Context: an optimization exercise on an open-source flow, tuned for small area, a short achievable clock period and few clock cycles per item. The choices shown serve that exercise and are no tape-out recipe. Only simulation tests tie the RTL to the original design; equivalence was not proved.

==> flow/design.v (excerpt) <==
module iteration_palette_gradient_top (
   input  logic             clock,
   input  logic             reset,
   input  logic             req_valid,
   output logic             req_ready,
   input  logic [15:0]      req_iteration_count,
   output logic             rsp_valid,
   input  logic             rsp_ready,
   output logic [7:0]       rsp_red,
   output logic [7:0]       rsp_green,
   output logic [7:0]       rsp_blue,
   input  logic             csr_wr_en,
   input  logic [15:0]      csr_wr_data
);
   function automatic logic [59:0] pal_half(input logic [5:0] s2);
      logic [59:0] c;
      case (s2)
         6'd0: c = 60'h800448002281029;
         6'd1: c = 60'hc50ccc50aac40a1;
         6'd2: c = 60'h801218104980022;
         6'd3: c = 60'hd1a29c40c1c50aa;
         6'd4: c = 60'h8120a8004480022;
         6'd5: c = 60'hd0a02c50ccc50aa;
         6'd6: c = 60'h8120a8012181049;
         6'd7: c = 60'hd0a02d1a29c40c1;
         6'd8: c = 60'h8120a8012180044;
         6'd9: c = 60'hd0a02d1a29c50cc;
         6'd10: c = 60'h801218012180121;
         6'd11: c = 60'hd1a29d1a29d1a29;
         6'd12: c = 60'h800448012180121;
         6'd13: c = 60'hc50ccd1a29d1a29;
         6'd14: c = 60'h810498012180121;
         6'd15: c = 60'hc40c1d1a29d1a29;
         6'd16: c = 60'h800228004480121;
         6'd17: c = 60'hc50aac50ccd1a29;
         6'd18: c = 60'h800118104980044;
         6'd19: c = 60'hc5099c40c1c50cc;
  ...
Settings: LEC_CHECK=0, CAP_MARGIN=20, CORE_MARGIN=2, CORE_UTILIZATION=40, SETUP_SLACK_MARGIN=5, SLEW_MARGIN=20; clock period 9.5 ns.
standard.sh (not shown) runs the stock make flow with config.mk's settings and CLKGATE_MAP_FILE= SYNTH_SCRIPT=/design/flow/synth_recipe.tcl, a recipe that flattens the netlist after the stock synthesis.
==> flow/flow/run.sh <==
#!/bin/bash
set -euo pipefail
MARGIN=$(cat flow/margin.txt)
bash standard.sh synth > synth.log 2>&1
bash standard.sh SETUP_SLACK_MARGIN=$MARGIN finish > layout.log 2>&1
==> flow/flow/margin.txt <==
6.35
Testbench counts at the start, summed over its fixed seeds: cycles 4,928, items 4,800.
Next try:
==> flow/flow/margin.txt (replaced) <==
6.5
Outcome:
- core utilization is higher by 1.4 points
- sequential cell count does not change
- final area increases by a few percent
- clock-buffer cell count is higher by 2
- critical path depth does not change
Next try:
==> flow/flow/margin.txt (replaced) <==
7.0
Outcome: The new run ran to the end with no violations; design area increases by 15%; routed wire length increases by 16%; sequential cell count does not change; final cell count increases by about 7%; sequential share of layout area decreases by 4.6 points; clock skew decreases by 0.028 ns; synthesized area does not change; global-route usage increases by 2.8 points; register-to-register slack is worse by 0.08 ns.
Next try:
==> flow/flow/margin.txt (replaced) <==
6.5
--- a/flow/config.mk
+++ b/flow/config.mk
@@ -9,4 +9,5 @@
 export CORE_MARGIN = 2
 export CORE_UTILIZATION = 40
+export PLACE_DENSITY = 0.7
 export SETUP_SLACK_MARGIN = 5
 export SLEW_MARGIN = 20
Effect: Die area is unchanged; wire length goes down by about a fifth; synthesized cell count stays the same; flip-flop and latch count is unchanged; clock-buffer cell count went down by 21; non-clock buffer count fell by 517; design area drops by roughly a tenth; final cell count is lower by a few percent; critical path depth climbs by 10.

---

iteration_palette_gradient_top, a different RTL version from the one above (not shown whole).
Size in the first run: roughly 63 I/O pins.
export LEC_CHECK = 0
export CAP_MARGIN = 20
export CORE_MARGIN = 2
export CORE_UTILIZATION = 40
export CTS_CLUSTER_DIAMETER = 90
export CTS_CLUSTER_SIZE = 22
export SETUP_SLACK_MARGIN = 5
export SLEW_MARGIN = 20
create_clock -name core_clock -period 9.5 [get_ports {clock}]
==> flow/flow/margin.txt <==
6.25
Scripts as last shown in full above: flow/flow/run.sh
Testbench counts at the start, summed over its fixed seeds: cycles 4,928, items 4,800.
Rerun with:
==> flow/flow/margin.txt (replaced) <==
6.2
--- a/flow/config.mk
+++ b/flow/config.mk
@@ -10,4 +10,2 @@
 export CORE_UTILIZATION = 40
-export CTS_CLUSTER_DIAMETER = 90
-export CTS_CLUSTER_SIZE = 22
 export SETUP_SLACK_MARGIN = 5
The new run went through all stages and came out clean.
Core utilization climbs by 1.0 points.
Routed wire length climbs slightly.
Synthesized cell count does not change.
Area after synthesis does not change.
Via count climbs slightly.
Design area climbs by a few percent.
Rerun with:
==> flow/flow/margin.txt (replaced) <==
6.35
--- a/flow/config.mk
+++ b/flow/config.mk
@@ -10,2 +10,4 @@
 export CORE_UTILIZATION = 40
+export CTS_CLUSTER_DIAMETER = 90
+export CTS_CLUSTER_SIZE = 22
 export SETUP_SLACK_MARGIN = 5
Utilization came out lower by 1.1 points.
Worst setup slack gains 0.087 ns.
Final cell count went down by 1.1%.
Cell area decreases by about 2.4%.
Sequential share of layout area climbs by 0.86 points.
Routed wire length is higher by about 0.6%.
Clock skew rises by 0.046 ns.
Rerun with:
--- a/flow/config.mk
+++ b/flow/config.mk
@@ -9,5 +9,4 @@
 export CORE_MARGIN = 2
-export CORE_UTILIZATION = 40
-export CTS_CLUSTER_DIAMETER = 90
-export CTS_CLUSTER_SIZE = 22
+export CORE_UTILIZATION = 58
+export PLACE_DENSITY = 0.65
 export SETUP_SLACK_MARGIN = 5
After rerunning: Maximum frequency came out higher by 0.98%; non-clock buffer count came out higher by 56.
Rerun with:
--- a/flow/config.mk
+++ b/flow/config.mk
@@ -9,4 +9,3 @@
 export CORE_MARGIN = 2
-export CORE_UTILIZATION = 58
-export PLACE_DENSITY = 0.65
+export CORE_UTILIZATION = 40
 export SETUP_SLACK_MARGIN = 5
What happened: Die area increases by 44%; count of clock-buffer cells in the layout increases by 1; flip-flop and latch count does not change; routed wire length increases by 2.3%; worst hold slack degrades by 0.0062 ns; setup slack degrades by 0.053 ns; global-route usage decreases by 7.6 points; cell count increases by 8.4%.
Rerun with:
==> flow/flow/margin.txt (replaced) <==
6.45
--- a/flow/config.mk
+++ b/flow/config.mk
@@ -10,2 +10,4 @@
 export CORE_UTILIZATION = 40
+export CTS_CLUSTER_DIAMETER = 90
+export CTS_CLUSTER_SIZE = 22
 export SETUP_SLACK_MARGIN = 5
Effect:
- global-route usage came out higher by 0.10 points
- synthesized area stays the same
- via count rises by 1.9%
- register-to-register slack improves by 0.05 ns
- die area does not change

## static timing again, ports no longer ideal
The flow's constraints put no driver on any port. The routed layouts listed below were extracted and timed again, unchanged, in two steps.
Step 1, drivers: a clkbuf_16 drives clock and a buf_2 each remaining input, both assumed.
Step 2 also shifts input and output timing later by t, the mid clock arrival at the registers, as if the neighbouring blocks saw the same clock.
Slacks: ideal / step 1 / step 2; pairs: ideal / step 1.
| run | t, ns | setup slack, ns | hold slack, ns |
|---|---|---|---|
| the first run of note 1 | 0.763 | 6.348 / 6.276 / 5.797 | 0.343 / 0.343 / 0.343 |
| the second run of note 1 | 0.762 | 6.370 / 6.298 / 6.028 | 0.348 / 0.348 / 0.348 |
| the third run of note 1 | 0.768 | 6.344 / 6.272 / 6.267 | 0.378 / 0.378 / 0.378 |
| the fourth run of note 1 | 0.748 | 6.381 / 6.310 / 5.980 | 0.416 / 0.416 / 0.416 |
| the first run of note 2 | 0.721 | 6.325 / 6.251 / 5.734 | 0.408 / 0.408 / 0.408 |
| the second run of note 2 | 0.787 | 6.276 / 6.186 / 5.739 | 0.410 / 0.410 / 0.410 |
| the third run of note 2 | 0.730 | 6.363 / 6.288 / 5.995 | 0.397 / 0.397 / 0.397 |
| the fourth run of note 2 | 0.752 | 6.393 / 6.319 / 5.776 | 0.403 / 0.403 / 0.403 |
| the fifth run of note 2 | 0.765 | 6.340 / 6.263 / 6.001 | 0.397 / 0.397 / 0.397 |
| the sixth run of note 2 | 0.750 | 6.284 / 6.198 / 6.011 | 0.418 / 0.418 / 0.418 |
After both steps setup and hold are still met in every run listed. For the fourth run of note 2, which loses most, drivers alone change the setup slack by -0.074 ns; drivers and shift together by -0.617 ns.
